From an optimization exercise on the open Yosys and OpenROAD flow, aimed at small area and a short achievable clock period; shortcuts taken in it are not production practice. In this exercise RTL edits were held to simulation tests only and were not proved equivalent to the original. The flow treats the clock pin as an ideal source, which a real chip does not have. Power figures rest on the tool's default switching activity, not on a simulated workload.

==> flow/design.v <==
package mem_pkg;
    localparam int unsigned ADDR_W_DEF = 8;
    localparam int unsigned DATA_W_DEF = 16;
endpackage
import mem_pkg::*;
module mem_array
#(
    parameter int unsigned DATA_W = mem_pkg::DATA_W_DEF,
    parameter int unsigned DEPTH  = 200,
    parameter int unsigned NGRP   = 8
) (
    input  logic                        clk,
    input  logic [DEPTH-1:0]            we,
    input  logic [DEPTH-1:0]            hold,
    input  logic [DATA_W-1:0]           wdata,
    input  logic [DEPTH-1:0]            sel,
    output logic [NGRP-1:0][DATA_W-1:0] part
);
    localparam int unsigned NTRI  = DEPTH / 3;
    localparam int unsigned NREM  = DEPTH % 3;
    localparam int unsigned NUNIT = NTRI + (NREM != 0 ? 1 : 0);
    logic [DEPTH-1:0][DATA_W-1:0] mem;
    logic [NUNIT-1:0][DATA_W-1:0] unit_n;
    for (genvar w = 0; w < DEPTH; w++) begin : g_word
        always_ff @(posedge clk) begin
            mem[w] <= (mem[w] & {DATA_W{hold[w]}}) | (wdata & {DATA_W{we[w]}});
        end
    end
    for (genvar j = 0; j < NTRI; j++) begin : g_tri
        for (genvar b = 0; b < DATA_W; b++) begin : g_bit
            mem_aoi222 u_aoi (
                .a0 (sel[3 * j]),     .b0 (mem[3 * j][b]),
                .a1 (sel[3 * j + 1]), .b1 (mem[3 * j + 1][b]),
                .a2 (sel[3 * j + 2]), .b2 (mem[3 * j + 2][b]),
                .y  (unit_n[j][b])
            );
        end
    end
    if (NREM == 2) begin : g_rem2
        for (genvar b = 0; b < DATA_W; b++) begin : g_bit
            mem_aoi22 u_aoi (
                .a0 (sel[3 * NTRI]),     .b0 (mem[3 * NTRI][b]),
                .a1 (sel[3 * NTRI + 1]), .b1 (mem[3 * NTRI + 1][b]),
                .y  (unit_n[NTRI][b])
            );
        end
    end else if (NREM == 1) begin : g_rem1
        for (genvar b = 0; b < DATA_W; b++) begin : g_bit
            assign unit_n[NTRI][b] = !(sel[3 * NTRI] && mem[3 * NTRI][b]);
        end
    end
    always_comb begin
        part = '0;
        for (int u = 0; u < NUNIT; u++) begin
            part[u * NGRP / NUNIT] = part[u * NGRP / NUNIT] | ~unit_n[u];
        end
    end
endmodule
module mem_aoi222 (
    input  logic a0, b0, a1, b1, a2, b2,
    output logic y
);
    assign y = !((a0 && b0) || (a1 && b1) || (a2 && b2));
endmodule
module mem_aoi22 (
    input  logic a0, b0, a1, b1,
    output logic y
);
    assign y = !((a0 && b0) || (a1 && b1));
endmodule
import mem_pkg::*;
module mem_responder
#(
    parameter int unsigned ADDR_W = mem_pkg::ADDR_W_DEF,
    parameter int unsigned DATA_W = mem_pkg::DATA_W_DEF,
    parameter int unsigned DEPTH  = 200,
    parameter int unsigned NGRP   = 8,
    parameter int unsigned NWG    = (DEPTH + 7) / 8
) (
    input  logic              clk,
    input  logic              rst,
    input  logic              MemRead,
    input  logic              MemWrite,
    input  logic [ADDR_W-1:0] addr,
    input  logic [DATA_W-1:0] wdata,
    output logic [DATA_W-1:0] rdata,
    output logic              ready,
    output logic              busy,
    output logic              err
);
    logic [7:0]        lo_q;       
    logic [7:0]        mid_q;      
    logic [3:0]        hi_q;       
    logic [DATA_W-1:0] wdata_q;
    logic              rd_q;       
    logic              wr_q;       
    logic              bad_q;      
    logic [DEPTH-1:0]  sel_q;      
    logic [NGRP-1:0][DATA_W-1:0] part_q;
    logic              p1_q, p2_q, p3_q;
    logic [NWG-1:0]    hwe_q;      
    logic [NWG-1:0]    hwe_n_q;    
    logic              busy_q, ready_q, err_q;
    logic [DATA_W-1:0] rdata_q;
    logic              accept;
    logic              in_range;
    logic [DEPTH-1:0]  sel;
    logic [DEPTH-1:0]  we;
    logic [DEPTH-1:0]  hold;
    logic [NGRP-1:0][DATA_W-1:0] part;
    logic [DATA_W-1:0] rd_word;
    assign accept   = !busy_q && (MemRead || MemWrite);
    assign in_range = 32'(addr) < DEPTH;
    always_ff @(posedge clk) begin
        if (accept) begin
            for (int i = 0; i < 8; i++) begin
                lo_q[i]  <= (addr[2:0] == 3'(i));
                mid_q[i] <= (addr[5:3] == 3'(i));
            end
            for (int i = 0; i < 4; i++) begin
                hi_q[i] <= (addr[7:6] == 2'(i));
            end
            wdata_q <= wdata;
            rd_q    <= MemRead;
            wr_q    <= MemWrite && !MemRead && in_range;
            bad_q   <= (MemRead && MemWrite) || !in_range;
        end
        sel_q  <= sel;
        part_q <= part;
    end
    always_comb begin
        for (int w = 0; w < DEPTH; w++) begin
            sel[w]  = lo_q[w % 8] && mid_q[(w / 8) % 8] && hi_q[w / 64];
            we[w]   = sel_q[w] && hwe_q[w / 8];
            hold[w] = !(sel_q[w] && !hwe_n_q[w / 8]);
        end
        rd_word = '0;
        for (int g = 0; g < NGRP; g++) begin
            rd_word = rd_word | part_q[g];
        end
    end
    mem_array #(
        .DATA_W (DATA_W),
        .DEPTH  (DEPTH),
        .NGRP   (NGRP)
    ) u_mem_array (
        .clk   (clk),
        .we    (we),
        .hold  (hold),
        .wdata (wdata_q),
        .sel   (sel_q),
        .part  (part)
    );
    always_ff @(posedge clk or posedge rst) begin
        if (rst) begin
            p1_q    <= 1'b0;
            p2_q    <= 1'b0;
            p3_q    <= 1'b0;
            hwe_q   <= '0;
            hwe_n_q <= '1;
            busy_q  <= 1'b0;
            ready_q <= 1'b0;
            err_q   <= 1'b0;
            rdata_q <= '0;
        end else begin
            p1_q    <= accept;
            p2_q    <= p1_q;
            p3_q    <= p2_q;
            for (int i = 0; i < NWG; i++) begin
                hwe_q[i]   <= p2_q && wr_q && hi_q[i / 8] && mid_q[i % 8];
                hwe_n_q[i] <= !(p2_q && wr_q && hi_q[i / 8] && mid_q[i % 8]);
            end
            busy_q  <= accept || (busy_q && !p3_q);
            ready_q <= p3_q;
            err_q   <= p3_q && bad_q;
            if (p3_q && rd_q) begin
                rdata_q <= bad_q ? '0 : rd_word;
            end
        end
    end
    assign rdata = rdata_q;
    assign ready = ready_q;
    assign busy  = busy_q;
    assign err   = err_q;
endmodule
clock: 4.2 ns
lec_check: 0
cap_margin: 20
core_margin: 2
core_utilization: 75
cts_cluster_diameter: 150
cts_cluster_size: 30
setup_slack_margin: 2.0
slew_margin: 20
synth_hierarchical: 1
synth_minimum_keep_size: 0
standard.sh (not shown) runs the stock make flow with config.mk's settings and CLKGATE_MAP_FILE= SYNTH_SCRIPT=/design/flow/synth_recipe.tcl, a recipe that flattens the netlist after the stock synthesis.
==> flow/flow/run.sh <==
#!/bin/bash
set -euo pipefail
work=$(cd "$(dirname "$0")/.." && pwd)
bash standard.sh \
  "PRE_IO_PLACEMENT_TCL=$work/flow/io.tcl" \
  "BUFFER_PORTS_ARGS=-buffer_cell sky130_fd_sc_hd__buf_4" \
  "PRE_DETAIL_PLACE_TCL=$work/flow/outbuf.tcl" \
  "POST_CTS_TCL=$work/flow/post_cts.tcl" \
  finish > "$work/standard.log" 2>&1
==> flow/flow/io.tcl <==
# Keep every port in one stretch in the middle of the top edge, so the
# registers that drive the outputs and take the inputs sit together near it.
set die [ord::get_db_block]
set dx [expr [[$die getDieArea] xMax] / 1000.0]
set lo [expr $dx * 0.35]
set hi [expr $dx * 0.65]
set_io_pin_constraint -pin_names {clk rst MemRead MemWrite addr* wdata* rdata* ready busy err} -region top:$lo-$hi
==> flow/flow/outbuf.tcl <==
# Before detailed placement: put each output port's buffer right beside the
# register that drives it, so the register's output wire is short;
# detailed placement then legalizes the moved cells.
set block [ord::get_db_block]
set moved 0
foreach bterm [$block getBTerms] {
  if {[$bterm getIoType] != "OUTPUT"} { continue }
  set pnet [$bterm getNet]
  set buf ""
  foreach it [$pnet getITerms] {
    if {[$it isOutputSignal]} { set buf [$it getInst] }
  }
  if {$buf == ""} { continue }
  set ff ""
  foreach it [$buf getITerms] {
    if {[$it isInputSignal] && [$it getNet] != "NULL"} {
      foreach it2 [[$it getNet] getITerms] {
        if {[$it2 isOutputSignal]} { set ff [$it2 getInst] }
      }
    }
  }
  if {$ff == ""} { continue }
  if {![[$ff getMaster] isSequential]} { continue }
  set loc [$ff getLocation]
  $buf setLocation [lindex $loc 0] [expr {[lindex $loc 1] + 2720}]
  incr moved
}
puts "outbuf.tcl: moved $moved port buffers beside their registers"
==> flow/flow/post_cts.tcl <==
# After CTS: one more setup repair of the paths between registers and from
# the inputs. The paths to the outputs, which only the clock tree and the
# output registers limit, are set aside while it runs so they do not stop
# the repair early, and put back after it.
estimate_parasitics -placement
set_false_path -to [all_outputs]
repair_timing -setup -setup_margin 2.1 -repair_tns 100 -verbose
unset_path_exceptions -to [all_outputs]
detailed_placement
check_placement -verbose
The first run finished but failed the layout checks on antenna violations.
Change:
CORE_UTILIZATION = 55   (was 75)
The new run ran to the end with no violations.
Core utilization falls by 20 points.
Cell count came out higher by 7.1%.
Count of clock-buffer cells in the layout decreases by 4.
Register-to-register slack loses 0.02 ns.
Area after synthesis stays the same.
Routed wire length is higher by 8.8%.
Combinational power grows by about 1%.
Fmax came out lower by 0.42%.
Final area is higher by 0.87%.
Sequential cell count does not change.
Setup slack is worse by 0.0096 ns.
Change:
CORE_UTILIZATION = 80   (was 55)
Effect: Die area drops by about 30%; synthesized cell count does not change; non-clock buffer count came out lower by 33; clock power stays flat; count of clock-buffer cells in the layout is higher by 3; area after synthesis does not change; cell area is lower by 1.1%.
Change:
CORE_UTILIZATION = 65   (was 80)
Via count went down by 2.5%.
Power increases by 0.53%.
Routed wire length came out higher by 5.0%.
Count of clock-buffer cells in the layout stays the same.
Worst setup slack gains 0.087 ns.
Combinational power increases by about 2%.

port drivers added, routing unchanged:
The results above use ideal ports. As a check the final layouts listed here were re-extracted and re-timed, cells and wires unchanged. Step 1 assumes that a clkbuf_16 drives the clock port and a buf_2 every other input. Step 2 moves the port delays by t, midway between the first and last clock arrival at a register: inputs arrive t later, outputs are due t later. That takes back most of the time a late clock gives input paths. Three values: ideal ports, drivers, drivers and shift; two values: the first two.
run | t (ns) | slack for setup (ns) | hold slack, ns | worst setup path after step 2 | worst register clock-pin slew, ns
the first run | 0.898 | 1.922 / 1.851 / 1.968 | 0.169 / 0.128 / 0.370 | register to register | 0.12 / 0.12
the second run | 0.907 | 1.912 / 1.835 / 1.954 | 0.169 / 0.115 / 0.362 | register to register | 0.12 / 0.12
the third run | 0.895 | 1.824 / 1.824 / 1.824 | 0.185 / 0.137 / 0.365 | register to register | 0.12 / 0.12
the fourth run | 0.921 | 1.911 / 1.835 / 1.993 | 0.134 / 0.082 / 0.378 | register to register | 0.12 / 0.12
